This design comes from an exercise in tuning for small area and a short achievable clock period on the open sky130 flow, not from production work. Where RTL was checked, it was by simulation tests only, not by an equivalence proof against the original. Power is estimated from default activity; no workload was simulated.

// fpu_unit
module fpu_unit (
	input logic clk,
	input logic rst_n,
	input logic [16:0] instr,
	input logic [31:0] x1,    
	input logic signed [31:0] x2,     
	output logic [31:0] y,
	output logic [3:0] exc
);
For scale: ~1,300 cells after synthesis, about 35 flip-flops, ~120 I/O pins, ~7200 sq um of cells after synthesis.
Settings: LEC_CHECK=0, ABC_AREA=1, CAP_MARGIN=20, CORE_MARGIN=2, CORE_UTILIZATION=35, CTS_BUF_LIST=sky130_fd_sc_hd__clkbuf_8, SETUP_SLACK_MARGIN=3.0, SLEW_MARGIN=20; clock period 8.0 ns.
standard.sh (not shown) runs the stock make flow with config.mk's settings and CLKGATE_MAP_FILE= SYNTH_SCRIPT=/design/flow/synth_recipe.tcl, a recipe that flattens the netlist after the stock synthesis.
==> flow/flow/run.sh <==
#!/bin/bash
# standard layout, with plain buffers on the ports instead of delay buffers
set -euo pipefail
export BUFFER_PORTS_ARGS="-buffer_cell sky130_fd_sc_hd__buf_1"
bash standard.sh finish > standard.log 2>&1
Next try:
--- a/flow/config.mk
+++ b/flow/config.mk
@@ -11,4 +11,4 @@
 export CORE_UTILIZATION = 35
 export CTS_BUF_LIST = sky130_fd_sc_hd__clkbuf_8
-export SETUP_SLACK_MARGIN = 3.0
+export SETUP_SLACK_MARGIN = 2.5
 export SLEW_MARGIN = 20
- The new run produced a clean layout
- power came out lower by 6.4%
- sequential power barely changes
- core utilization is lower by 3.9 points
- design area came out lower by 9.2%
- count of clock-buffer cells in the layout does not change

---

Another version of the RTL of fpu_unit (not shown whole).
Size in the first run: about 1200 cells after synthesis, ~36 flip-flops, ~120 I/O pins, roughly 6700 sq um of cells after synthesis.
==> flow/config.mk <==
export PLATFORM = sky130hd
export DESIGN_NAME = fpu_unit
export DESIGN_NICKNAME = fpu_unit
export VERILOG_FILES = /design/flow/design.v
export SDC_FILE = /design/flow/constraint.sdc
export NUM_CORES = 4
export LEC_CHECK = 0
export ABC_AREA = 1
export CAP_MARGIN = 20
export CORE_MARGIN = 2
export CORE_UTILIZATION = 65
export SETUP_SLACK_MARGIN = 3.3
export SLEW_MARGIN = 20
==> flow/constraint.sdc <==
create_clock -name core_clock -period 8.0 [get_ports {clk}]
set_input_delay 1.6000 -clock core_clock [delete_from_list [all_inputs] [get_ports {clk}]]
set_output_delay 1.6000 -clock core_clock [all_outputs]
set_load 0.01 [all_outputs]
Scripts as last shown in full above: flow/flow/run.sh
The baseline completed with no timing, DRC or antenna violations.
Then changed:
--- a/flow/flow/run.sh
+++ b/flow/flow/run.sh
@@ -4 +4 @@
-export BUFFER_PORTS_ARGS="-buffer_cell sky130_fd_sc_hd__buf_1"
+export BUFFER_PORTS_ARGS="-buffer_cell sky130_fd_sc_hd__buf_2"
CORE_UTILIZATION = 60   (was 65)
Outcome:
- die area climbs by 8.0%
- global-route usage drops by 1.3 points
- cell area climbs by about 0.65%
- sequential share of layout area stays flat
- flip-flop and latch count stays the same
- setup slack got worse by 36 ps
Then changed:
--- a/flow/flow/run.sh
+++ b/flow/flow/run.sh
@@ -4 +4 @@
-export BUFFER_PORTS_ARGS="-buffer_cell sky130_fd_sc_hd__buf_2"
+export BUFFER_PORTS_ARGS="-buffer_cell sky130_fd_sc_hd__buf_1"
GPL_TIMING_DRIVEN = 1   (was not set)
After rerunning:
- The new run completed without violations
- routed wire length shrinks by a few percent
- final area went down slightly
- utilization goes down by 0.93 points
- non-clock buffer count came out lower by 2
- setup slack gains 41 ps
- power decreases slightly
- sequential share of layout area increases by 0.14 points
Then changed:
CORE_UTILIZATION = 40   (was 60)
GPL_TIMING_DRIVEN = not set   (was 1)
SETUP_SLACK_MARGIN = 3.6   (was 3.3)
Outcome:
- The new run finished clean
- non-clock buffer count goes up by 29
- synthesized cell count stays the same
- wire length goes up by 15%
- clock power goes up by 22%
- cell area goes up by 11%
- worst hold slack gets worse by 31 ps
- total power goes up by 12%
No functional check of the RTL was part of any run of this note.

---

Setup of build 75:
fpu_unit, a different RTL version from the one above (not shown whole).
Size: ~1300 cells after synthesis, ~36 flip-flops, roughly 120 I/O pins, ~0.0069 mm^2 of cells after synthesis.
Settings: LEC_CHECK=0, ABC_AREA=1, CAP_MARGIN=20, CORE_MARGIN=2, CORE_UTILIZATION=40, CTS_BUF_LIST=sky130_fd_sc_hd__clkbuf_8, SETUP_SLACK_MARGIN=3.6, SLEW_MARGIN=20; clock period 8.0 ns.
==> flow/flow/run.sh <==
#!/bin/bash
# standard layout with two changes: plain buffers on the ports instead of
# delay buffers, and a power recovery (gate downsizing) after the global-route
# timing repair that keeps the setup margin
set -euo pipefail
W=$PWD
export BUFFER_PORTS_ARGS="-buffer_cell sky130_fd_sc_hd__buf_1"
export RECOVER_POWER=100
export PRE_GLOBAL_ROUTE_TCL=$W/flow/pre_grt.tcl
bash standard.sh finish > standard.log 2>&1
==> flow/flow/pre_grt.tcl <==
# power recovery after the global-route timing repair, held to the same
# setup margin as the repair itself, so it only downsizes gates that keep
# every path within the margin
proc recover_power_helper { } {
  if { $::env(RECOVER_POWER) == 0 } {
    return
  }
  set args [list -recover_power $::env(RECOVER_POWER) -verbose]
  if { [env_var_exists_and_non_empty SETUP_SLACK_MARGIN] } {
    lappend args -setup_margin $::env(SETUP_SLACK_MARGIN) -slack_margin $::env(SETUP_SLACK_MARGIN)
  }
  report_wns
  log_cmd repair_timing {*}$args
  report_wns
}
The flow did not stop early for build 75: all stages ran, and the layout cleared the timing, DRC and antenna checks.
Edits applied to the flow inputs when going from build 75 to build 89:
==> flow/flow/run.sh <==
#!/bin/bash
# standard layout, with plain buffers on the ports instead of delay buffers
set -euo pipefail
export BUFFER_PORTS_ARGS="-buffer_cell sky130_fd_sc_hd__buf_1"
bash standard.sh finish > standard.log 2>&1
-- flow/config.mk --
<<< build 75, line 11
export CORE_UTILIZATION = 40
>>> build 89, line 11
export CORE_UTILIZATION = 30
<<< build 75, line 13
export SETUP_SLACK_MARGIN = 3.6
>>> build 89, line 13
export SETUP_SLACK_MARGIN = 3.75
removed: flow/flow/pre_grt.tcl
==> comparison <==
Each of the runs, namely build 75 and build 89, reached the end of the flow and came out clean.
Per the comparison of build 89 with build 75, number of logic stages on the critical path including buffering shrank by 12; share of the cycle needed by the critical path after routing has decreased; internal power component shows an increase of about 9%; number of gates resized after cts rose by about 70%.
A library cell contributing the largest single delay on the critical path of o41ai_1 is what build 89 shows, while clkinvlp_2 belongs to build 75.
Edits applied to the flow inputs when going from build 89 to build 47:
-- flow/config.mk --
<<< build 89, line 11
export CORE_UTILIZATION = 30
>>> build 47, line 11
export CORE_UTILIZATION = 40
<<< build 89, line 13
export SETUP_SLACK_MARGIN = 3.75
>>> build 47, line 13
export SETUP_SLACK_MARGIN = 3.6
[summary]
Build 47 went all the way through the flow, and no timing, DRC or antenna check failed. In build 47 the die area turned out 24% lower than in build 89. The run showing the greater met3 usage is build 47. Relative to build 89, total setup buffers inserted after CTS decreased by 6 in build 47.
[inputs] build 58 vs build 47
-- flow/config.mk --
<<< build 47, line 11
export CORE_UTILIZATION = 40
>>> build 58, line 11
export CORE_UTILIZATION = 30
### Flow results
Build 58 vs. build 47: fmax moved up; wire length went up about 3.6%; worst relative slew slack decreased 11 points; final layout net count closely matched the old numbers. Going from build 47 to build 58, fraction of power consumed by sequential logic now sits lower, count of instances resized after the clock tree is built now sits lower.
### build 58 -> build 79
-- flow/config.mk --
<<< build 58, line 11
export CORE_UTILIZATION = 30
>>> build 79, line 11
export CORE_UTILIZATION = 40
<<< build 58, line 13
>>> build 79, line 13
export GPL_TIMING_DRIVEN = 1
==> comparison <==
Between build 79 and build 58, the relative contribution of the clock network to total power is higher for build 58. In build 79 the total power turned out 5.1% lower than in build 58. Build 79 against build 58: die area fell by 0.0059 mm^2, combinational cell fraction of total power climbed 2.1 points.
What build 1 does differently from build 79 at the input level:
-- flow/config.mk --
<<< build 79, line 13
export GPL_TIMING_DRIVEN = 1
export SETUP_SLACK_MARGIN = 3.6
>>> build 1, line 13
export SETUP_SLACK_MARGIN = 3.9
### Flow results
When build 1 is measured against build 79, its maximum clock rate turns out 17 MHz higher.
The higher final cycle utilization of the critical path of build 79 and build 1 is in build 79.
The count of instances resized after the clock tree is built of build 1 is higher than that of build 79.
Between build 79 and build 1, the post-synthesis to final-layout area growth is higher for build 1.
| setup slack of the critical path after layout | build 1 vs build 79 | better |
Between build 79 and build 1, the difference in hold slack is negligible.
In build 1 the number of global-route vias before repair turned out 173 higher than in build 79.
The source of the critical timing path comes out instr[5] in one run and x1[24] in the other, namely in build 79 and build 1 respectively.
For build 1, the master of the slowest instance on the critical path was nor2_1, unlike build 79, where it was o21ai_0.
The logic depth of the worst path, buffers included reported for build 1 is greater than that of build 79 by 1.

[re-timing with driven ports]
The results above use ideal ports. As a check the final layouts listed here were re-extracted and re-timed, cells and wires unchanged. Step 1 assumes that a clkbuf_16 drives the clock port and a buf_2 every other input. Step 2 moves the port delays by t, midway between the first and last clock arrival at a register: inputs arrive t later, outputs are due t later. That takes back most of the time a late clock gives input paths. Three values: ideal, step 1, step 2; two values: the first two.
run | t, ns | slack for setup (ns) | worst data-port slew with drivers (ns)
the first run of note 1 | 0.329 | 3.235 / 3.158 / 2.829 | 0.14
the second run of note 1 | 0.330 | 2.809 / 2.816 / 2.486 | 0.04
the first run of note 2 | 0.312 | 3.463 / 3.466 / 3.154 | 0.05
the second run of note 2 | 0.305 | 3.427 / 3.428 / 3.123 | 0.04
the third run of note 2 | 0.311 | 3.468 / 3.456 / 3.145 | 0.04
the fourth run of note 2 | 0.319 | 3.665 / 3.618 / 3.300 | 0.11
build 75 | 0.336 | 2.254 / 2.269 / 1.933 | 0.05
build 89 | 0.341 | 3.861 / 3.871 / 3.530 | 0.08
build 47 | 0.337 | 3.737 / 3.753 / 3.416 | 0.05
build 58 | 0.345 | 3.759 / 3.762 / 3.421 | 0.05
build 79 | 0.337 | 3.737 / 3.753 / 3.416 | 0.05
build 1 | 0.334 | 4.031 / 4.017 / 3.692 | 0.09
After both steps setup and hold are still met in every run listed. For the first run of note 1, which loses most, drivers alone change the setup slack by -0.077 ns; drivers and shift together by -0.406 ns.
